From an optimization exercise on the open Yosys and OpenROAD flow, aimed at small area, a short achievable clock period and few clock cycles per item; shortcuts taken in it are not production practice. In this exercise RTL edits were held to simulation tests only and were not proved equivalent to the original. No activity file was given, so power comes from the tool's default toggle rates.

## flow/design.v (module list and top-level ports; edited modules follow where they fit)
// module voice_regs: 64 lines
// module frame_sequencer: 37 lines
// module phase_stage: 71 lines
// module envelope_stage: 95 lines
// module mix_stage: 865 lines
// module psg_top: 62 lines
module psg_top
(
	input  logic                clk_i,
	input  logic                rst_i,
	input  logic                wr_i,
	input  logic [ADR_W-1:0]    adr_i,
	input  logic [DATA_W-1:0]   dat_i,
	input  logic                credit_i,
	output logic                sample_valid_o,
	output logic [SAMPLE_W-1:0] aud_o
);
  // ...
==> flow/run.sh <==
#!/bin/bash
# synth_recipe.tcl (not shown) runs the flow's synth.tcl, then flattens the netlist and writes it again
# the make line also repeats each setting of config.mk as NAME=value (left out here)
make -C /OpenROAD-flow-scripts/flow DESIGN_CONFIG=/design/flow/config.mk WORK_HOME=/design/flow/orfs CLKGATE_MAP_FILE= SYNTH_SCRIPT=/design/flow/synth_recipe.tcl finish
==> flow/config.mk <==
export PLATFORM = sky130hd
export DESIGN_NAME = psg_top
export DESIGN_NICKNAME = psg_top
export VERILOG_FILES = /design/flow/design.v
export SDC_FILE = /design/flow/constraint.sdc
export NUM_CORES = 4
export LEC_CHECK = 0
export CAP_MARGIN = 20
export CORE_MARGIN = 2
export CORE_UTILIZATION = 40
export SLEW_MARGIN = 20
==> flow/constraint.sdc <==
create_clock -name core_clock -period 11.0 [get_ports {clk_i}]
set_input_delay 2.2000 -clock core_clock [delete_from_list [all_inputs] [get_ports {clk_i}]]
set_output_delay 2.2000 -clock core_clock [all_outputs]
set_load 0.01 [all_outputs]
==> flow_metrics.tcl, run 1 <==
set metrics [dict create \
    rr_worst_depth 21 \
    total_power_w 0.00669 \
    async_flop_share_pct 0 \
    grt_max_degree 69 \
    finalSetupViolCount 0 \
    swShare_pct 33.1 \
    sh_seq_area_pct 29.2 \
    status "complete, no violations" \
    num_tap_cells 1414 \
    hold_depth 1 \
    grt_use_met1_pct 30.9 \
    synth_top_family_by_area "adder cells" \
    p_clk_share_pct 34.2 \
    routed-wl-met3_um 9560 \
    place_inst 5854 \
    regToRegEndpoint "u_phase.g_v[0].wave_q[0]$_SDFF_PP0_" \
    ys.flop_type "dfxtp_1" \
    ff2ff_setup_slack_ns 5.98 \
    rows 121 \
    netlist_area_um2 44000 \
    synth_cell_types 80 \
    ys_top_cells_by_count "inv_1, ha_1, and2_1, fa_1, dfxtp_1" \
    grt_pass1_vias 32000 \
    global_route.usage.met2_pct 35.0 \
    yosys.area.top_type "edfxtp_1" \
    clock_buffer_count 95 \
    postCtsSetupBuffers 0 \
    dieArea_um2 113000 \
    clockBufferDepth 3 \
    worstHoldStart "u_seq.vol_valid$_SDFF_PP0_" \
    cts.root.buffer_cell "clkbuf_16" \
]
Testbench counts, summed over its fixed seeds: cycles 4,970, items 4,079.
==> run 2, diff against run 1 <==
==> flow/flow/run.sh (new file) <==
#!/bin/bash
set -euo pipefail
bash standard.sh SETUP_SLACK_MARGIN=7 finish > make_finish.log 2>&1
==> flow/standard.sh (new file) <==
#!/bin/bash
# synth_recipe.tcl (not shown) runs the flow's synth.tcl, then flattens the netlist and writes it again
# the make line also repeats each setting of config.mk as NAME=value (left out here)
make -C /OpenROAD-flow-scripts/flow DESIGN_CONFIG=/design/flow/config.mk WORK_HOME=/design/flow/orfs CLKGATE_MAP_FILE= SYNTH_SCRIPT=/design/flow/synth_recipe.tcl "${@:-finish}"
--- a/flow/config.mk
+++ b/flow/config.mk
@@ -5,6 +5,7 @@
 export SDC_FILE = /design/flow/constraint.sdc
 export NUM_CORES = 4
 export LEC_CHECK = 0
+export ABC_AREA = 1
 export CAP_MARGIN = 20
 export CORE_MARGIN = 2
 export CORE_UTILIZATION = 40
removed: flow/run.sh
==> run 2 against run 1 <==
First-iteration DRC count grew 32%; synthesized cell count grew 27%; global-route usage grew 0.87 points; clock skew grew 0.011 ns; core utilization grew 0.87 points; still clean on timing, DRC and antenna; final area grew 6.5%; combinational power grew about 30%; non-clock buffer count grew 53; sequential share of layout area shrank 1.7 points; highest routed layer is now met5.
==> flow_metrics.tcl, run 2 <==
set metrics [dict create \
    synth_cells 5656 \
    worstPathRequired_ns 11.43 \
    synthToLayoutAreaGrowth_pct 13.1 \
    startpoint_type "flip-flop" \
    io_pins 58 \
    period_minus_slack_ns 3.99 \
    dieArea_um2 117000 \
    rows 124 \
    max_stage_delay_ns 0.86 \
    async_flop_share_pct 0 \
    synth-seq-cells 578 \
    min_period_over_period_pct 36.3 \
    core_area_um2 114000 \
    clockBufferDepth 3 \
    drc 0 \
    crit_chain "buf_4, nand2_1, inv_1, fa_1, inv_1, fa_1, inv_1, fa_1, ha_1, nand2_1, o21ai_0" \
    endpoint_kind "flip-flop" \
    ir_drop_mv 0.112 \
    tritoncts "built" \
    antenna_found_initial 11 \
    fin_skew_ns 0.0585 \
    netlist_area_um2 45800 \
    crit_buf_inv 4 \
    tightest_slew_ns 1.14 \
    synth_area_leaders "edfxtp_1, fa_1, dfxtp_1" \
    synth_edf_count 264 \
    final_common_cell "inv_1" \
    grt_usage_pct 22.9 \
    first_iter_violations 2931 \
    drt-total-wl_um 135000 \
    max_slew_margin_pct 23.8 \
    insertedDiodeCount 0 \
    yosysWarnings 15 \
    drtPass1Iterations 6 \
    largest_reg_flops 96 \
    die_w_um 342 \
    routedWlPerCell_um 18.5 \
    path_clk_slew_ns 0.06 \
    finalSetupViolCount 0 \
    report.final.slew_viol_count 0 \
    grt_pass1_vias 36300 \
    gr-total-overflow 0 \
    max-cap-violations 0 \
    layout.nets 6558 \
    drive_above_1_share_pct 7.82 \
    detail-route-antenna-nets 0 \
    numCtsBuffers 70 \
    avgViaCountPerCell 5.07 \
    cp.arrival_ns 4.42 \
    layout_common_cells "inv_1, nand2_1, ha_1, fa_1, dfxtp_1" \
    clock_latency_ns 0.66 \
    finalHoldViolCount 0 \
    rsz0062_at_grt "true" \
    synth-seq-area-share_pct 31.1 \
    cp_slowest_cell "o21ai_0" \
    syn_nets 6490 \
    start_util_pct 40.2 \
    max_freq_ghz 0.251 \
    total_power_w 0.00736 \
    yosys.area.top_type "edfxtp_1" \
    fp.dieH_um 342 \
    status "complete, no violations" \
    grt_pass1_wl_um 207000 \
    vias 36900 \
    gp_congestion 0.923 \
    min_path_type "flip-flop to flip-flop" \
    ys.flop_type "dfxtp_1" \
    grt_max_degree 72 \
    timing.setup.tns_ns 0 \
    clkSinkCount 578 \
    top_register "u_phase.g_v.acc" \
    ys_top_cells_by_count "inv_1, nand2_1, ha_1, fa_1, dfxtp_1" \
    cellPowerDensity_nw_per_um2 142 \
    top_regs "u_phase.g_v.acc x96, u_regs.freq_q x64" \
    synthDominantCellAreaShare_pct 17.3 \
    cp_max_fo 12 \
    portBuffers 57 \
    cts.root.buffer_cell "clkbuf_16" \
    synth.most_common_cell "inv_1" \
    postCtsHoldBufs 0 \
    crit_family "adder cells" \
    path_class "flip-flop to flip-flop" \
    synth_cell_types 57 \
    leakage_nw 26.9 \
    avgSynthCellArea_um2 8.09 \
    hpwl_um 97500 \
    htree_levels 3 \
]
## run 2: cell types whose count changed in the layout (fill, tap and decap cells not counted), moves of 77 or more
| cell | previous run | this run |
|---|---|---|
| inv_1 | 593 | 1319 |
| nand2_1 | 261 | 1223 |
| nor2b_1 | 84 | 0 |
| nor3_1 | 95 | 18 |
| nand3_1 | 28 | 254 |
| mux2i_1 | 78 | 0 |
| and2_1 | 399 | 2 |
## run 2: kinds of logic after synthesis
logic type,share of synthesized area [%]
fa+ha+maj,27.8
compound gates,8.84
simple gates,18.0
xor+xnor,1.59
flops,31.1
buf+inv,12.8
## run 2: layer usage
layer	wire (µm)	GRT usage, %	up-vias
met5	12	0	-
met4	5330	8.28	2
met3	8430	3.56	278
met2	63300	38.6	1081
met1	57700	29.7	17800
li1	-	-	17800
## run 2: worst register-to-register path: cells and delay by family (launching register included)
kind / cells / cell delay (ns)
adder cells (fa/ha/maj): 4 / 1.62
AO/OA/AOI/OAI: 1 / 0.86
buffers and inverters: 4 / 0.61
flip-flops: 1 / 0.56
AND/OR/NAND/NOR: 2 / 0.14
## run 2: cell type report
cell class	count	area, µm²
fillers	11200	62100
multi-input cells	3558	26600
inverters	1344	5060
clock buffers	92	1950
flip-flops and latches	578	14200
well taps	1512	1890
repair inverters	1	5.00
clock inverters	36	432
repair buffers	171	1640
## run 2: metrics by stage
step	hold slack [ns]	utilization (%)	setup slack, ns	cell area, µm²	std cells
3_3_place_gp	0.399	42.1	5.13	48000	7104
5_1_grt	0.441	45.5	6.94	51800	7292
3_5_place_dp	0.401	42.1	5.14	48000	7104
6_report	0.413	45.5	7.01	51800	7292
4_1_cts	0.418	44.6	7.00	50800	7254
2_1_floorplan	0.388	-	6.55	45800	5656
## run 2: path summary, 6_finish.rpt
path / from / to / slack (ns) / cells after the start
max: u_env.g_v[0].nxt_lvl[5]$_SDFFE_PP0P_ / u_mix.cy_q[0]$_DFF_P_ / 7.01 / 11
min: u_seq.vol_valid$_SDFF_PP0_ / u_seq.out_valid_o$_SDFF_PP0_ / 0.41 / 2
max reg2reg: u_env.g_v[0].nxt_lvl[5]$_SDFFE_PP0P_ / u_mix.cy_q[0]$_DFF_P_ / 7.01 / 11
min reg2reg: u_seq.vol_valid$_SDFF_PP0_ / u_seq.out_valid_o$_SDFF_PP0_ / 0.41 / 2
## run 2: report_power, final
part	leakage, nW	switching, W	total (W)	internal, W
clock	1.15	0.000999	0.00239	0.00139
sequential	5.13	0.000221	0.00269	0.00247
combinational	20.6	0.00144	0.00228	0.000838
total	26.9	0.00266	0.00736	0.00470
## run 2: what timing repair did
item,CTS,global route
pin swaps,12,61
setup endpoints to repair,210,89
setup buffers,15,34
cloned,7,4
resized for setup,60,136
==> run 3, diff against run 2 <==
--- a/flow/config.mk
+++ b/flow/config.mk
@@ -5,8 +5,8 @@
 export SDC_FILE = /design/flow/constraint.sdc
 export NUM_CORES = 4
 export LEC_CHECK = 0
-export ABC_AREA = 1
 export CAP_MARGIN = 20
 export CORE_MARGIN = 2
 export CORE_UTILIZATION = 40
+export CTS_BUF_LIST = sky130_fd_sc_hd__clkbuf_4 sky130_fd_sc_hd__clkbuf_8
 export SLEW_MARGIN = 20
==> run 3 against run 2 <==
Critical path depth grew 11; highest routed layer unchanged; count of clock-buffer cells in the layout up 64; still clean on timing, DRC and antenna; critical endpoint is now u_phase.g_v[3].wave_q[11]$_SDFF_PP0_; wire length decreased by 6.4%; clock skew is 0.0099 ns higher; sequential cell count did not move; synthesized cell count down 21%; largest cell class unchanged.
==> flow_metrics.tcl, run 3 <==
set metrics [dict create \
    status "complete, no violations" \
    synth_compound_area_share_pct 11.9 \
    p_seq_share_pct 38.7 \
    synth_cells 4471 \
    io_pins 58 \
    ir_drop_mv 0.130 \
    drive_above_1_share_pct 10.7 \
    cellPowerDensity_nw_per_um2 136 \
    synth-simple-area-share_pct 15.3 \
    clockBufferDepth 3 \
    synth_area_leaders "edfxtp_1, fa_1, dfxtp_1" \
    avgSynthCellArea_um2 9.83 \
    syn_nets 5305 \
    fp.dieH_um 336 \
    startpoint_type "flip-flop" \
    yosys.area.top_type "edfxtp_1" \
    max-cap-violations 0 \
    yosysWarnings 15 \
    max_freq_ghz 0.245 \
    p_clk_share_pct 33.9 \
    ys_top_cells_by_count "inv_1, ha_1, and2_1, fa_1, dfxtp_1" \
    synth_edf_count 264 \
    rows 121 \
    path_class "flip-flop to flip-flop" \
    ys.flop_type "dfxtp_1" \
    gp_congestion 0.901 \
    avgViaCountPerCell 5.31 \
    endpoint_kind "flip-flop" \
    hpwl_um 90600 \
    synth_mux_area_share_pct 1.98 \
    cp_max_fo 6 \
    path_clk_slew_ns 0.06 \
    top_register "u_phase.g_v.acc" \
    rsz0062_at_grt "true" \
    worstPathRequired_ns 11.71 \
    report.final.slew_viol_count 0 \
    gr-total-overflow 0 \
    async_flop_share_pct 0 \
    synthXorXnorAreaFrac_pct 3.25 \
    tritoncts "built" \
    synthDominantCellAreaShare_pct 18.0 \
    finalSetupViolCount 0 \
    synth_fa_ha_area_share_pct 28.9 \
    place_area_um2 46300 \
    synth-seq-area-share_pct 32.3 \
    drtPass1Iterations 6 \
    core_area_um2 109000 \
    clkSinkCount 578 \
    finalHoldViolCount 0 \
    leakage_nw 22.2 \
    first_iter_violations 2571 \
    synth_top_family_by_area "adder cells" \
    p_int_w 0.00453 \
    final_common_cell "inv_1" \
    timing.setup.tns_ns 0 \
    layout_common_cells "inv_1, ha_1, and2_1, fa_1, dfxtp_1" \
    netlist_area_um2 44000 \
    synthToLayoutAreaGrowth_pct 13.8 \
    antenna_found_initial 13 \
    die_w_um 336 \
    clock_latency_ns 0.80 \
    postCtsHoldBufs 0 \
    vias 32500 \
    combinationalPowerShare_pct 27.4 \
    power.switching_w 0.00230 \
    start_util_pct 40.3 \
    grt_usage_pct 22.5 \
    synth_cell_types 80 \
    fin_util_pct 45.9 \
    detail-route-antenna-nets 0 \
    numCtsBuffers 104 \
    swShare_pct 33.6 \
    drc 0 \
    synth-seq-cells 578 \
    synth.most_common_cell "inv_1" \
    layout_setup_ws_ns 6.91 \
    htree_levels 3 \
    max_slew_margin_pct 17.0 \
    min_path_type "flip-flop to flip-flop" \
    grt_pass1_vias 32600 \
    routedWlPerCell_um 20.6 \
    fin_skew_ns 0.0683 \
    final_cell_area_um2 50000 \
    period_minus_slack_ns 4.09 \
    drt-total-wl_um 126000 \
    layout.nets 5445 \
    dp_slack_ns 5.17 \
    cp.arrival_ns 4.80 \
    portBuffers 57 \
    grt_pass1_wl_um 192000 \
    largest_reg_flops 96 \
    dieArea_um2 113000 \
    tightest_slew_ns 1.24 \
    grt_max_degree 71 \
    min_period_over_period_pct 37.2 \
    cts.root.buffer_cell "clkbuf_8" \
    top_regs "u_phase.g_v.acc x96, u_regs.freq_q x64" \
]
-- run 3: cell types whose count changed after synthesis, moves of 45 or more --
cell     delta
nor3_1     +61
nor2_1     -45
a31oi_1    -48
nor2b_1    +96
and2_1    +397
inv_1     -742
mux2i_1    +78
nand4_1    -46
a21o_1     +69
nand3_1   -229
xor2_1     +55
nand2_1   -968
-- run 3: kinds of logic after synthesis --
logic type	count (synthesis)
compound gates	817
simple gates	1295
flops	578
mux	86
buf+inv	739
xor+xnor	163
fa+ha+maj	793
-- run 3: through the flow --
| stage | power (W) | hold slack, ns | instances |
|---|---|---|---|
| after floorplan | 0.00387 | 0.414 | 4471 |
| after global placement | 0.00441 | 0.439 | 5856 |
| after detailed placement | 0.00444 | 0.436 | 5856 |
| after CTS | 0.00683 | 0.445 | 6099 |
| after global routing | 0.00721 | 0.462 | 6118 |
| final | 0.00683 | 0.438 | 6124 |
-- run 3: worst paths after layout --
kind                                          endpoint                                from  cells after the start  slack, ns
setup reg to reg  u_phase.g_v[3].wave_q[11]$_SDFF_PP0_  u_phase.g_v[3].acc[0]$_SDFFE_PP0P_                     22       6.91
hold / removal              u_seq.vol_valid$_SDFF_PP0_          u_seq.sum_valid$_SDFF_PP0_                      1       0.44
setup / recovery  u_phase.g_v[3].wave_q[11]$_SDFF_PP0_  u_phase.g_v[3].acc[0]$_SDFFE_PP0P_                     22       6.91
hold reg to reg             u_seq.vol_valid$_SDFF_PP0_          u_seq.sum_valid$_SDFF_PP0_                      1       0.44
-- run 3: timing repair --
| item | in CTS | in global routing |
|---|---|---|
| buffers inserted | 38 | 17 |
| pin swaps | 65 | 67 |
| cloned | 7 | 1 |
| endpoints found under the setup margin | 152 | 96 |
| gates resized for setup | 122 | 101 |
-- run 3: area by class of cell --
type | instances | area, µm²
Antenna cell | 7 | 17.5
Clock buffer | 156 | 1950
Clock inverter | 42 | 444
Fill cell | 10400 | 59000
Inverter | 593 | 2230
Multi-Input combinational cell | 3158 | 27700
Sequential cell | 578 | 14300
Tap cell | 1414 | 1770
Timing Repair Buffer | 176 | 1700
-- run 3: routing by layer --
layer,vias up,track usage (%),wire length [µm]
li1,15300,-,-
met5,-,0,27
met4,4,9.64,5290
met1,15900,29.0,54100
met2,975,36.8,58500
met3,255,4.15,8200
-- run 3: power groups by stage --
stage	combinational (W)	clock [W]	sequential, W
2_1_floorplan	0.00127	0	0.00260
3_3_place_gp	0.00173	0	0.00268
3_5_place_dp	0.00176	0	0.00269
4_1_cts	0.00182	0.00237	0.00264
5_1_grt	0.00209	0.00246	0.00266
6_report	0.00187	0.00232	0.00264
-- run 3: critical path, stage by stage, from the launching register on --
cell	delay (ns)
dfxtp_1	0.34
ha_2	0.18
inv_2	0.04
fa_2	0.36
nor2b_1	0.13
o21ai_1	0.08
nand2b_1	0.12
a211oi_2	0.11
o21bai_4	0.23
a21o_1	0.15
a21oi_1	0.09
fa_1	0.44
xor2_1	0.15
nor2_1	0.07
ha_1	0.33
a21o_1	0.18
a211oi_2	0.26
o21ai_2	0.09
a21oi_2	0.18
nor3_4	0.06
buf_6	0.17
buf_12	0.14
a21oi_2	0.12
==> run 4, diff against run 3 <==
==> flow/flow/run.sh (replaced) <==
#!/bin/bash
set -euo pipefail
bash standard.sh SETUP_SLACK_MARGIN=8 finish > make_finish.log 2>&1
--- a/flow/config.mk
+++ b/flow/config.mk
@@ -8,5 +8,4 @@
 export CAP_MARGIN = 20
 export CORE_MARGIN = 2
 export CORE_UTILIZATION = 40
-export CTS_BUF_LIST = sky130_fd_sc_hd__clkbuf_4 sky130_fd_sc_hd__clkbuf_8
 export SLEW_MARGIN = 20
==> run 4 against run 3 <==
Sequential cell count did not move; first-iteration DRC count rose by 3.0%; global-route usage rose by 1.7 points; non-clock buffer count rose by 269; sequential share of layout area fell by 3.1 points; critical path type unchanged; via count rose by 5.8%; synthesized cell count did not move; final area rose by 14%; largest power group unchanged.
==> flow_metrics.tcl, run 4 <==
set metrics [dict create \
    synth_area_leaders "edfxtp_1, fa_1, dfxtp_1" \
    synthToLayoutAreaGrowth_pct 29.2 \
    synth.most_common_cell "inv_1" \
    min_path_type "flip-flop to flip-flop" \
    power.switching_w 0.00259 \
    p_seq_share_pct 35.1 \
    top_regs "u_phase.g_v.acc x96, u_regs.freq_q x64" \
    postCtsHoldBufs 0 \
    numCtsBuffers 71 \
    drtPass1Iterations 7 \
    max_slew_margin_pct 17.4 \
    clock_latency_ns 0.65 \
    cp.arrival_ns 4.54 \
    gp_congestion 0.926 \
    timing.setup.tns_ns 0 \
    syn_nets 5305 \
    final_common_cell "inv_1" \
    finalSetupViolCount 0 \
    worstPathRequired_ns 11.57 \
    dp_slack_ns 5.56 \
    rows 121 \
    portBuffers 57 \
    p_int_w 0.00500 \
    leakage_nw 24.2 \
    yosysWarnings 15 \
    grt_max_degree 61 \
    ys.flop_type "dfxtp_1" \
    synth_mux_area_share_pct 1.98 \
    layout_setup_ws_ns 7.03 \
    drc 0 \
    synth-seq-cells 578 \
    max-cap-violations 0 \
    fp.dieH_um 336 \
    p_clk_share_pct 31.6 \
    ys_top_cells_by_count "inv_1, ha_1, and2_1, fa_1, dfxtp_1" \
    drt-total-wl_um 138000 \
    core_area_um2 109000 \
    vias 34400 \
    status "complete, no violations" \
    dieArea_um2 113000 \
    clockBufferDepth 3 \
    synth-simple-area-share_pct 15.3 \
    report.final.slew_viol_count 0 \
    netlist_area_um2 44000 \
    layout_common_cells "inv_1, ha_1, and2_1, edfxtp_1, fa_1" \
    synthDominantCellAreaShare_pct 18.0 \
    synth_fa_ha_area_share_pct 28.9 \
    hpwl_um 89700 \
    routedWlPerCell_um 21.8 \
    clkSinkCount 578 \
    cp_max_fo 6 \
    grt_usage_pct 24.1 \
    synth_top_family_by_area "adder cells" \
    layout.nets 5685 \
    cts.root.buffer_cell "clkbuf_16" \
    fin_skew_ns 0.0304 \
    endpoint_kind "flip-flop" \
    swShare_pct 34.1 \
    period_minus_slack_ns 3.97 \
    synth-seq-area-share_pct 32.3 \
    avgSynthCellArea_um2 9.83 \
    gr-total-overflow 0 \
    fin_util_pct 52.1 \
    max_freq_ghz 0.252 \
    grt_pass1_vias 34300 \
    async_flop_share_pct 0 \
    startpoint_type "flip-flop" \
    yosys.area.top_type "edfxtp_1" \
    path_class "flip-flop to flip-flop" \
    top_register "u_phase.g_v.acc" \
    path_clk_slew_ns 0.06 \
    synthXorXnorAreaFrac_pct 3.25 \
    rsz0062_at_grt "true" \
    antenna_found_initial 15 \
    tritoncts "built" \
    synth_cell_types 80 \
    finalHoldViolCount 0 \
    drive_above_1_share_pct 29.7 \
    min_period_over_period_pct 36.1 \
    first_iter_violations 2648 \
    combinationalPowerShare_pct 33.2 \
    io_pins 58 \
    ir_drop_mv 0.102 \
    grt_pass1_wl_um 207000 \
    detail-route-antenna-nets 0 \
    die_w_um 336 \
    synth_edf_count 264 \
    synth_cells 4471 \
    holdWs_ns 0.442 \
    start_util_pct 40.3 \
    tightest_slew_ns 1.24 \
    largest_reg_flops 96 \
    avgViaCountPerCell 5.44 \
    total_power_w 0.00759 \
    synth_compound_area_share_pct 11.9 \
    cellPowerDensity_nw_per_um2 134 \
    nFillCells 9561 \
    htree_levels 3 \
]
==> run 4: stage by stage <==
step                std cells  cell area (µm²)
finish                   6327            56800
detailed placement       5815            47300
global placement         5815            47300
floorplan                4471            46000
CTS                      6251            54600
global route             6325            56800
==> run 4: what timing repair did <==
item,4_1_cts,5_1_grt
endpoints found under the setup margin,782,415
gates resized for setup,701,380
cloned,17,1
setup buffers,288,71
pin swaps,259,252
==> run 4: worst paths after layout <==
check / from / to / slack, ns / depth (start not counted)
setup / recovery: u_regs.freq_q[0][0]$_DFFE_PP_ / u_phase.g_v[0].wave_q[0]$_SDFF_PP0_ / 7.03 / 21
setup reg to reg: u_regs.freq_q[0][0]$_DFFE_PP_ / u_phase.g_v[0].wave_q[0]$_SDFF_PP0_ / 7.03 / 21
hold / removal: u_seq.vol_valid$_SDFF_PP0_ / u_seq.out_valid_o$_SDFF_PP0_ / 0.44 / 1
hold reg to reg: u_seq.vol_valid$_SDFF_PP0_ / u_seq.out_valid_o$_SDFF_PP0_ / 0.44 / 1
==> run 4: logic make-up after synthesis <==
family / count (synthesis)
simple gates: 1295
compound gates: 817
fa+ha+maj: 793
buf+inv: 739
flops: 578
xor+xnor: 163
mux: 86
==> run 4: power groups by stage <==
| stage | Sequential [W] | Clock (W) | Combinational (W) |
|---|---|---|---|
| floorplan | 0.00261 | 0 | 0.00140 |
| global placement | 0.00278 | 0 | 0.00170 |
| detailed placement | 0.00278 | 0 | 0.00173 |
| CTS | 0.00265 | 0.00245 | 0.00225 |
| global route | 0.00268 | 0.00253 | 0.00275 |
| finish | 0.00267 | 0.00240 | 0.00252 |
==> run 4: final cells by class <==
type	count	area, µm²	area share [%]
diodes	4	10.0	0.0176
clock buffers	97	1990	3.50
clock inverters	34	380	0.670
inverters	593	2230	3.92
multi-input cells	3162	31300	55.1
flip-flops and latches	578	14400	25.4
well taps	1414	1770	3.11
repair buffers	445	4700	8.27
==> run 4: worst max-delay path, stage by stage, from the launching register on <==
cell      delay [ns]
edfxtp_1        0.37
ha_2            0.18
inv_2           0.05
fa_2            0.20
nor2b_1         0.05
o21ai_1         0.12
nand2b_1        0.11
a211oi_2        0.26
o21bai_2        0.14
a211oi_4        0.30
nor2_4          0.07
o21a_1          0.18
ha_1            0.28
nor2b_4         0.21
ha_4            0.23
a211o_1         0.26
a21oi_2         0.12
o21ai_2         0.07
a221oi_2        0.27
o21ai_2         0.16
nand2b_4        0.15
or2_4           0.12
==> run 4: routing by layer <==
| metal | vias to the layer above | routed length [µm] | track usage, % |
|---|---|---|---|
| li1 | 15800 | - | - |
| met1 | 17100 | 59200 | 32.6 |
| met2 | 1160 | 62500 | 38.6 |
| met3 | 317 | 10100 | 3.87 |
| met4 | 4 | 6320 | 9.65 |
| met5 | - | 27 | 0 |
==> run 5, diff against run 4 <==
==> flow/flow/run.sh (replaced) <==
#!/bin/bash
set -euo pipefail
bash standard.sh SETUP_SLACK_MARGIN=7.5 finish > make_finish.log 2>&1
==> run 5 against run 4 <==
Power fell by 5.0%; highest routed layer unchanged; die area did not move; critical endpoint is now u_phase.g_v[3].wave_q[5]$_SDFF_PP0_; sequential cell count did not move; combinational power fell by 15%; global-route usage fell by 1.0 points; count of clock-buffer cells in the layout fell by 2; wire length fell by 5.1%; largest power group unchanged.
==> flow_metrics.tcl, run 5 <==
set metrics [dict create \
    status "complete, no violations" \
    core_area_um2 109000 \
    worstPathRequired_ns 11.57 \
    avgViaCountPerCell 5.39 \
    drtPass1Iterations 5 \
    period_minus_slack_ns 4.04 \
    detail-route-antenna-nets 0 \
    path_class "flip-flop to flip-flop" \
    numCtsBuffers 69 \
    tritoncts "built" \
    dieArea_um2 113000 \
    cellPowerDensity_nw_per_um2 136 \
    rows 121 \
    max_slew_margin_pct 16.1 \
    leakage_nw 23.2 \
    final_common_cell "inv_1" \
    synth_area_leaders "edfxtp_1, fa_1, dfxtp_1" \
    htree_levels 3 \
    startpoint_type "flip-flop" \
    cp_max_fo 6 \
    ys.flop_type "dfxtp_1" \
    synth_compound_area_share_pct 11.9 \
    top_regs "u_phase.g_v.acc x96, u_regs.freq_q x64" \
    vias 33500 \
    path_clk_slew_ns 0.06 \
    tightest_slew_ns 1.26 \
    largest_reg_flops 96 \
    fin_util_pct 48.6 \
    yosys.area.top_type "edfxtp_1" \
    first_iter_violations 2590 \
    drt-total-wl_um 131000 \
    endpoint_kind "flip-flop" \
    ys_top_cells_by_count "inv_1, ha_1, and2_1, fa_1, dfxtp_1" \
    avgSynthCellArea_um2 9.83 \
    syn_nets 5305 \
    portBuffers 57 \
    synthDominantCellAreaShare_pct 18.0 \
    fin_skew_ns 0.0462 \
    report.final.slew_viol_count 0 \
    grt_max_degree 90 \
    synth.most_common_cell "inv_1" \
    timing.setup.tns_ns 0 \
    synth_top_family_by_area "adder cells" \
    total_power_w 0.00722 \
    start_util_pct 40.3 \
    synthXorXnorAreaFrac_pct 3.25 \
    drive_above_1_share_pct 17.3 \
    ff2ff_setup_slack_ns 6.96 \
    synth-seq-cells 578 \
    layout.nets 5564 \
    min_path_type "flip-flop to flip-flop" \
    synth_fa_ha_area_share_pct 28.9 \
    netlist_area_um2 44000 \
    finalHoldViolCount 0 \
    synth_edf_count 264 \
    rsz0062_at_grt "true" \
    clock_latency_ns 0.66 \
    synth_cell_types 80 \
    layout_common_cells "inv_1, ha_1, and2_1, fa_1, edfxtp_1" \
    hpwl_um 88700 \
    grt_pass1_vias 33400 \
    top_register "u_phase.g_v.acc" \
    drc 0 \
    max_freq_ghz 0.248 \
    antenna_found_initial 14 \
    yosysWarnings 15 \
    grt_pass1_wl_um 199000 \
    cts.root.buffer_cell "clkbuf_16" \
    fp.dieH_um 336 \
    synth_mux_area_share_pct 1.98 \
    min_period_over_period_pct 36.7 \
    async_flop_share_pct 0 \
    gr-total-overflow 0 \
    layout_setup_ws_ns 6.96 \
    grt_usage_pct 23.1 \
    cp.arrival_ns 4.60 \
    die_w_um 336 \
    dp_slack_ns 5.15 \
    clockBufferDepth 3 \
    synth_cells 4471 \
    clkSinkCount 578 \
    ir_drop_mv 0.121 \
    finalSetupViolCount 0 \
    gp_congestion 0.901 \
    max-cap-violations 0 \
    synth-simple-area-share_pct 15.3 \
    synth-seq-area-share_pct 32.3 \
    io_pins 58 \
    synthToLayoutAreaGrowth_pct 20.4 \
    routedWlPerCell_um 21.1 \
]
## run 5: cell types whose count changed in the layout (fill, tap and decap cells not counted), moves of 58 or more
cell     change
inv_1       +91
fa_2        -90
fa_1        +90
a21oi_1     +59
a21oi_2     -58
inv_2       -90
## run 5: cell families after synthesis
kind of cell             Yosys count
flip-flops                       578
buffers and inverters            739
multiplexers                      86
AO/OA/AOI/OAI                    817
XOR/XNOR                         163
AND/OR/NAND/NOR                 1295
adder cells (fa/ha/maj)          793
## run 5: where the power goes
group | internal (W) | switching [W]
Clock | 0.00140 | 0.00102
Sequential | 0.00245 | 0.000216
Combinational | 0.000909 | 0.00122
## run 5: layout make-up
cell class / instances / area (µm²)
repair buffers: 328 / 3140
fillers: 9955 / 56100
inverters: 593 / 2230
clock inverters: 33 / 428
flip-flops and latches: 578 / 14400
well taps: 1414 / 1770
multi-input cells: 3160 / 29000
diodes: 3 / 7.51
clock buffers: 95 / 2000
## run 5: metrics by stage
stage / instances / hold WS, ns / instance area (µm²)
4_1_cts: 6117 / 0.455 / 51300
3_3_place_gp: 5833 / 0.438 / 46600
3_5_place_dp: 5833 / 0.425 / 46600
5_1_grt: 6203 / 0.466 / 52900
2_1_floorplan: 4471 / 0.414 / 44700
6_report: 6204 / 0.456 / 52900
## run 5: layer usage
metal	part of all wire (%)	global-route usage (%)	wire length, µm	vias up
met4	3.1	6.80	4080	4
li1	-	-	-	15600
met3	7.0	3.70	9220	254
met5	0.024	0	31	-
met1	45	32.3	58700	16600
met2	45	36.7	59000	1010
## run 5: repair_timing
item                                    4_1_cts  5_1_grt
cloned                                       11        0
hold buffers                                  0        0
endpoints found under the setup margin      526      163
setup buffers                               145       83
gates resized for setup                     251      255
pin swaps                                   113      141
## run 5: final timing paths
kind | start | endpoint | depth (start not counted)
max reg2reg | u_regs.freq_q[3][0]$_DFFE_PP_ | u_phase.g_v[3].wave_q[5]$_SDFF_PP0_ | 24
min reg2reg | u_phase.g_v[1].acc[0]$_SDFFE_PP0P_ | u_phase.g_v[1].acc[0]$_SDFFE_PP0P_ | 2
max | u_regs.freq_q[3][0]$_DFFE_PP_ | u_phase.g_v[3].wave_q[5]$_SDFF_PP0_ | 24
min | u_phase.g_v[1].acc[0]$_SDFFE_PP0P_ | u_phase.g_v[1].acc[0]$_SDFFE_PP0P_ | 2
## run 5: critical path: stages, from the launching register on
cell	delay [ns]
edfxtp_1	0.37
ha_2	0.18
inv_2	0.05
fa_2	0.20
nor2b_1	0.05
o21ai_1	0.11
nand2b_1	0.14
a211oi_2	0.24
o21bai_2	0.14
a211oi_2	0.35
nor2_4	0.08
o2111a_1	0.24
ha_2	0.20
xnor2_2	0.13
nor2_1	0.17
ha_1	0.28
a21oi_2	0.14
nor2b_1	0.05
o21ai_1	0.12
nand3_1	0.09
a21oi_2	0.17
nor3_4	0.06
buf_6	0.14
buf_12	0.13
a21oi_2	0.12
==> run 6, diff against run 5 <==
==> flow/flow/run.sh (replaced) <==
#!/bin/bash
set -euo pipefail
bash standard.sh SETUP_SLACK_MARGIN=7 finish > make_finish.log 2>&1
--- a/flow/config.mk
+++ b/flow/config.mk
@@ -7,5 +7,6 @@
 export LEC_CHECK = 0
 export CAP_MARGIN = 20
 export CORE_MARGIN = 2
-export CORE_UTILIZATION = 40
+export CORE_UTILIZATION = 60
+export PLACE_DENSITY = 0.75
 export SLEW_MARGIN = 20
==> run 6 against run 5 <==
Sequential power about the same; global-route usage increased by 10 points; core utilization increased by 20 points; die area decreased by 33%.
==> flow_metrics.tcl, run 6 <==
set metrics [dict create \
    async_flop_share_pct 0 \
    ys_top_cells_by_count "inv_1, ha_1, and2_1, fa_1, dfxtp_1" \
    top_register "u_phase.g_v.acc" \
    portBuffers 57 \
    layout.nets 5417 \
    clockBufferDepth 3 \
    dp_slack_ns 5.38 \
    leakage_nw 22.2 \
    antenna_found_initial 6 \
    finalHoldViolCount 0 \
    gr-total-overflow 0 \
    synth_top_family_by_area "adder cells" \
    power.switching_w 0.00229 \
    drtPass1Iterations 5 \
    start_util_pct 60.5 \
    max-cap-violations 0 \
    synth_edf_count 264 \
    tritoncts "built" \
    p_clk_share_pct 34.8 \
    drt-total-wl_um 124000 \
    grt_max_degree 135 \
    final_cell_area_um2 49500 \
    detail-route-antenna-nets 0 \
    combinationalPowerShare_pct 27.0 \
    syn_nets 5305 \
    period_minus_slack_ns 4.21 \
    synth.most_common_cell "inv_1" \
    report.final.slew_viol_count 0 \
    path_clk_slew_ns 0.06 \
    numCtsBuffers 68 \
    top_regs "u_phase.g_v.acc x96, u_regs.freq_q x64" \
    finalSetupViolCount 0 \
    cp_max_fo 5 \
    routedWlPerCell_um 22.2 \
    io_pins 58 \
    ir_drop_mv 0.152 \
    fin_skew_ns 0.0319 \
    synthXorXnorAreaFrac_pct 3.25 \
    startpoint_type "flip-flop" \
    avgSynthCellArea_um2 9.83 \
    synthDominantCellAreaShare_pct 18.0 \
    cellPowerDensity_nw_per_um2 141 \
    layoutNonFillerInstCount 5602 \
    vias 33400 \
    path_class "flip-flop to flip-flop" \
    max_slew_margin_pct 17.2 \
    synth_mux_area_share_pct 1.98 \
    grt_pass1_vias 33400 \
    tightest_slew_ns 1.24 \
    synth_area_leaders "edfxtp_1, fa_1, dfxtp_1" \
    yosysWarnings 15 \
    htree_levels 3 \
    synth-simple-area-share_pct 15.3 \
    grt_usage_pct 33.3 \
    place_area_um2 45700 \
    ys.flop_type "dfxtp_1" \
    yosys.area.top_type "edfxtp_1" \
    synth-seq-cells 578 \
    max_freq_ghz 0.237 \
    synth-seq-area-share_pct 32.3 \
    synth_fa_ha_area_share_pct 28.9 \
    synth_compound_area_share_pct 11.9 \
    gp_congestion 0.976 \
    layout_common_cells "inv_1, ha_1, and2_1, fa_1, dfxtp_1" \
    grt_pass1_wl_um 191000 \
    cp.arrival_ns 4.79 \
    p_seq_share_pct 38.2 \
    drc 0 \
    swShare_pct 32.8 \
    timing.setup.tns_ns 0 \
    min_path_type "flip-flop to flip-flop" \
    drive_above_1_share_pct 9.08 \
    core_area_um2 72700 \
    netlist_area_um2 44000 \
    place_inst 5393 \
    endpoint_kind "flip-flop" \
    cts.root.buffer_cell "clkbuf_16" \
    nFillCells 5521 \
    avgViaCountPerCell 5.96 \
    largest_reg_flops 96 \
    die_w_um 275 \
    worstPathRequired_ns 11.58 \
    status "complete, no violations" \
    first_iter_violations 3056 \
    fp.dieH_um 275 \
    p_int_w 0.00468 \
    dieArea_um2 75500 \
    hpwl_um 85900 \
    final_common_cell "inv_1" \
    clock_latency_ns 0.63 \
    rows 99 \
    rsz0062_at_grt "true" \
    layout_setup_ws_ns 6.79 \
    synth_cell_types 80 \
    holdWs_ns 0.441 \
    clkSinkCount 578 \
    synth_cells 4471 \
    min_period_over_period_pct 38.3 \
    synthToLayoutAreaGrowth_pct 12.7 \
]
[run 6: power by group through the flow]
stage | sequential [W] | combinational (W) | clock, W
global route | 0.00268 | 0.00209 | 0.00253
finish | 0.00266 | 0.00188 | 0.00242
detailed placement | 0.00270 | 0.00172 | 0
floorplan | 0.00260 | 0.00127 | 0
CTS | 0.00266 | 0.00180 | 0.00244
global placement | 0.00269 | 0.00168 | 0
[run 6: kinds of logic (layout without fill, tap and decap cells)]
logic type / after synthesis / in the layout
simple gates: 1295 / 1299
compound gates: 817 / 818
fa+ha+maj: 793 / 793
buf+inv: 739 / 901
flops: 578 / 578
xor+xnor: 163 / 163
mux: 86 / 86
other cells: 0 / 5
[run 6: layer usage]
metal	global-route usage, %	wire [µm]	vias up	share of wire, %
met4	15.1	5920	0	4.8
met2	53.5	57300	1448	46
met3	6.01	11100	289	8.9
met5	0	0	-	0
li1	-	-	15300	-
met1	44.0	49900	16400	40
[run 6: metrics by stage]
stage	power [W]	utilization (%)
CTS	0.00691	67.4
detailed placement	0.00442	62.8
floorplan	0.00387	-
global route	0.00730	68.1
global placement	0.00438	62.8
finish	0.00696	68.1
[run 6: what timing repair did]
action                                  4_1_cts  5_1_grt
endpoints found under the setup margin      184      176
hold buffers                                  0        0
buffers inserted                             42       26
gates resized for setup                     123       93
cloned                                       11        0
pin swaps                                    70       56
[run 6: layout make-up]
cell class | instances | area (µm²) | area share [%]
clock buffers | 95 | 2000 | 4.04
well taps | 959 | 1200 | 2.42
inverters | 593 | 2230 | 4.49
flip-flops and latches | 578 | 14300 | 28.8
repair buffers | 183 | 1760 | 3.55
multi-input cells | 3159 | 27700 | 55.9
diodes | 5 | 12.5 | 0.0253
clock inverters | 30 | 410 | 0.828
[run 6: final timing paths]
| path | cells past startpoint | slack, ns | startpoint | end |
|---|---|---|---|---|
| worst max-delay path | 23 | 6.79 | u_regs.freq_q[2][0]$_DFFE_PP_ | u_phase.g_v[2].wave_q[1]$_SDFF_PP0_ |
| worst min-delay path | 1 | 0.44 | u_seq.vol_valid$_SDFF_PP0_ | u_seq.out_valid_o$_SDFF_PP0_ |
| worst max register to register | 23 | 6.79 | u_regs.freq_q[2][0]$_DFFE_PP_ | u_phase.g_v[2].wave_q[1]$_SDFF_PP0_ |
| worst min register to register | 1 | 0.44 | u_seq.vol_valid$_SDFF_PP0_ | u_seq.out_valid_o$_SDFF_PP0_ |
[run 6: worst max-delay path, cell delays in order (launching register included)]
cell	delay, ns
edfxtp_1	0.37
ha_2	0.19
inv_2	0.05
fa_2	0.19
nor2b_1	0.05
o21ai_1	0.13
nand2b_1	0.12
a211oi_2	0.29
nor2_1	0.08
nor2_2	0.16
o21bai_1	0.09
a21oi_2	0.16
fa_2	0.22
xor2_1	0.14
nor2_1	0.08
ha_1	0.35
a21o_1	0.20
a211oi_2	0.22
nor2_1	0.07
o31ai_1	0.24
nand3_1	0.21
a21oi_4	0.31
buf_16	0.15
a21o_1	0.09
==> run 7, diff against run 6 <==
--- a/flow/config.mk
+++ b/flow/config.mk
@@ -7,6 +7,5 @@
 export LEC_CHECK = 0
 export CAP_MARGIN = 20
 export CORE_MARGIN = 2
-export CORE_UTILIZATION = 60
-export PLACE_DENSITY = 0.75
+export CORE_UTILIZATION = 40
 export SLEW_MARGIN = 20
==> run 7 against run 6 <==
Final area up 1.3%; critical path type unchanged; sequential power about the same; first-iteration DRC count down 15%; wire length up 1.7%; cell count up 8.0%; combinational power about the same; largest power group unchanged; register-to-register slack better by 0.11 ns; critical path depth up 1.
==> flow_metrics.tcl, run 7 <==
set metrics [dict create \
    ys_top_cells_by_count "inv_1, ha_1, and2_1, fa_1, dfxtp_1" \
    ir_drop_mv 0.122 \
    place_area_um2 46300 \
    detail-route-antenna-nets 0 \
    die_w_um 336 \
    finalSetupViolCount 0 \
    clkSinkCount 578 \
    fp.dieH_um 336 \
    tightest_slew_ns 1.21 \
    clockBufferDepth 3 \
    grt_usage_pct 22.4 \
    top_regs "u_phase.g_v.acc x96, u_regs.freq_q x64" \
    tritoncts "built" \
    ff2ff_setup_slack_ns 6.90 \
    yosys.area.top_type "edfxtp_1" \
    synth_area_leaders "edfxtp_1, fa_1, dfxtp_1" \
    place_inst 5856 \
    gr-total-overflow 0 \
    postCtsHoldBufs 0 \
    met3_usage_pct 4.48 \
    gp_congestion 0.901 \
    grt_busiest_layer "met2" \
    period_minus_slack_ns 4.10 \
    grt_max_degree 103 \
    drtPass1Iterations 6 \
    max_slew_margin_pct 18.9 \
    holdPathEnd "u_seq.vol_valid$_SDFF_PP0_" \
    max_stage_delay_ns 0.37 \
    largest_reg_flops 96 \
    drc 0 \
    max_freq_ghz 0.244 \
    rsz0062_at_grt "true" \
    grt_pass1_wl_um 192000 \
    htree_levels 3 \
    routedWlPerCell_um 20.9 \
    core_area_um2 109000 \
    cts.root.buffer_cell "clkbuf_16" \
    multiInputGateArea_um2 27700 \
    hold_depth 1 \
    status "complete, no violations" \
    synth.most_common_cell "inv_1" \
    hpwl_um 90600 \
    final_common_cell "inv_1" \
    io_pins 58 \
    crit_chain "ha_2, inv_2, fa_2, nor2b_1, o21ai_1, nand2b_1, a211oi_2, o21bai_4, a211oi_4, nor2_4, o2111a_1, ha_2, xnor2_2, nor2_2, ha_1, nand4_1, nor2_1, nor3_1, nand3_1, a21oi_2, nor3_4, buf_6, buf_12, a21oi_2" \
    path_class "flip-flop to flip-flop" \
    holdWs_ns 0.451 \
    layout_common_cells "inv_1, ha_1, and2_1, fa_1, dfxtp_1" \
    synthDominantCellAreaShare_pct 18.0 \
    max-cap-violations 0 \
    crit_buf_inv 3 \
    grt_use_met1_pct 28.7 \
    avgViaCountPerCell 5.32 \
    rows 121 \
    seq_area_um2 14200 \
    numCtsBuffers 69 \
    leakage_nw 22.1 \
    first_iter_violations 2586 \
    worstHoldStart "u_seq.sum_valid$_SDFF_PP0_" \
    portBuffers 57 \
    grt_pass1_vias 32400 \
    regToRegEndpoint "u_phase.g_v[3].wave_q[1]$_SDFF_PP0_" \
    avgSynthCellArea_um2 9.83 \
    antenna_found_initial 13 \
    rr_worst_depth 24 \
    report.final.slew_viol_count 0 \
    syn_nets 5305 \
    endpoint_kind "flip-flop" \
    start_util_pct 40.3 \
    synth-seq-area-share_pct 32.3 \
    cp_max_fo 6 \
    synth_cells 4471 \
    min_period_over_period_pct 37.3 \
    layout.nets 5413 \
    netlist_area_um2 44000 \
    path_clk_slew_ns 0.06 \
    fin_skew_ns 0.0413 \
    synthToLayoutAreaGrowth_pct 14.1 \
    vias 32200 \
    global_route.usage.met2_pct 36.7 \
    layoutNonFillerInstCount 6049 \
    ys.flop_type "dfxtp_1" \
    synth-seq-cells 578 \
    top_register "u_phase.g_v.acc" \
    dieArea_um2 113000 \
    cellPowerDensity_nw_per_um2 140 \
    crit_family "compound AO/OA/AOI/OAI gates" \
    startpoint_type "flip-flop" \
    timing.setup.tns_ns 0 \
    final_cell_area_um2 50200 \
    finalHoldViolCount 0 \
    clock_latency_ns 0.65 \
    worstPathRequired_ns 11.55 \
    async_flop_share_pct 0 \
    yosysWarnings 15 \
    nFillCells 10300 \
    critPathLaunch "u_regs.freq_q[3][0]$_DFFE_PP_" \
    synth_edf_count 264 \
    cp.arrival_ns 4.65 \
    cp_slowest_cell "edfxtp_1" \
    min_path_type "flip-flop to flip-flop" \
    drive_above_1_share_pct 9.48 \
    drt-total-wl_um 126000 \
    rr_startpoint "u_regs.freq_q[3][0]$_DFFE_PP_" \
    synth_cell_types 80 \
]
[run 7: worst max path at each step]
stage,end,slack [ns],depth (start not counted)
2_1_floorplan,u_env.g_v[2].nxt_lvl[0]$_SDFFE_PP0P_,6.96,10
3_5_place_dp,u_env.g_v[1].nxt_lvl[6]$_SDFFE_PP0P_,5.17,11
6_report,u_phase.g_v[3].wave_q[1]$_SDFF_PP0_,6.90,24
3_3_place_gp,u_env.g_v[1].nxt_lvl[6]$_SDFFE_PP0P_,5.16,11
4_1_cts,u_phase.g_v[3].wave_q[3]$_SDFF_PP0_,6.84,24
5_1_grt,u_phase.g_v[3].wave_q[9]$_SDFF_PP0_,6.56,24
[run 7: area by class of cell]
class                   count  share of cell area [%]
inverters                 593                    4.44
flip-flops and latches    578                    28.4
diodes                      2                 0.00997
clock buffers              88                    3.95
multi-input cells        3158                    55.3
clock inverters            37                    1.03
repair buffers            179                    3.39
well taps                1414                    3.53
[run 7: power breakdown]
group / internal, W / switching [W] / total [W]
Clock: 0.00152 / 0.000981 / 0.00250
Combinational: 0.000766 / 0.00110 / 0.00187
Sequential: 0.00245 / 0.000193 / 0.00264
[run 7: cells by family after synthesis]
| logic type | share of synthesized area (%) |
|---|---|
| buffers and inverters | 6.42 |
| adder cells (fa/ha/maj) | 28.9 |
| multiplexers | 1.98 |
| XOR/XNOR | 3.25 |
| AND/OR/NAND/NOR | 15.3 |
| AO/OA/AOI/OAI | 11.9 |
| flip-flops | 32.3 |
[run 7: per-stage QoR]
step                setup slack, ns  power (W)  util (%)
finish                         6.90    0.00701      46.0
global route                   6.56    0.00739      46.0
CTS                            6.84    0.00702      45.5
detailed placement             5.17    0.00444      42.5
global placement               5.16    0.00441      42.4
floorplan                      6.96    0.00387         -
[run 7: repair_timing]
item / in CTS / in global routing
endpoints found under the hold margin: 0 / 0
resized for setup: 130 / 100
cloned: 7 / 2
setup endpoints to repair: 226 / 119
pin swaps: 49 / 67
buffers inserted: 35 / 22
[run 7: metal layers]
layer  wire length [µm]  part of all wire, %
met4               6070                  4.8
met1              53900                   43
met3               8450                  6.7
met2              57900                   46
met5                 53                0.042

what the ideal ports hide:
In the flow no input, the clock included, has a driving cell. The finished layouts below were timed again as built, in two steps. Step 1, drivers: a clkbuf_16 drives clk_i and a buf_2 each remaining input, both assumed. Step 2 adds t to the input delays and takes it off the output delays; t is the mean of the earliest and latest rising clock arrival at the registers after step 1. Input paths then give back, and output paths get back, about the clock's delay inside the block. Slacks: no drivers / after step 1 / after step 2; pairs: no drivers / after step 1.
run	t (ns)	slack for setup (ns)	worst setup path after step 2	clock arrival spread, ns	slew at the worst register clock pin (ns)
run 1	0.698	5.654 / 5.672 / 4.975	input to register	0.048 / 0.049	0.07 / 0.07
run 2	0.699	7.008 / 7.008 / 6.364	input to register	0.059 / 0.059	0.07 / 0.07
run 3	0.836	6.911 / 6.911 / 6.304	input to register	0.068 / 0.068	0.07 / 0.07
run 4	0.703	7.032 / 7.032 / 6.893	input to register	0.036 / 0.036	0.06 / 0.06
run 5	0.714	6.962 / 6.962 / 6.662	input to register	0.047 / 0.047	0.07 / 0.07
run 6	0.689	6.787 / 6.787 / 6.305	input to register	0.032 / 0.032	0.07 / 0.07
run 7	0.696	6.900 / 6.900 / 6.311	input to register	0.042 / 0.042	0.07 / 0.07
After both steps setup and hold are still met in every run listed. The setup slack of run 1, which loses most, moves by +0.018 ns with the drivers and by -0.679 ns with both steps.
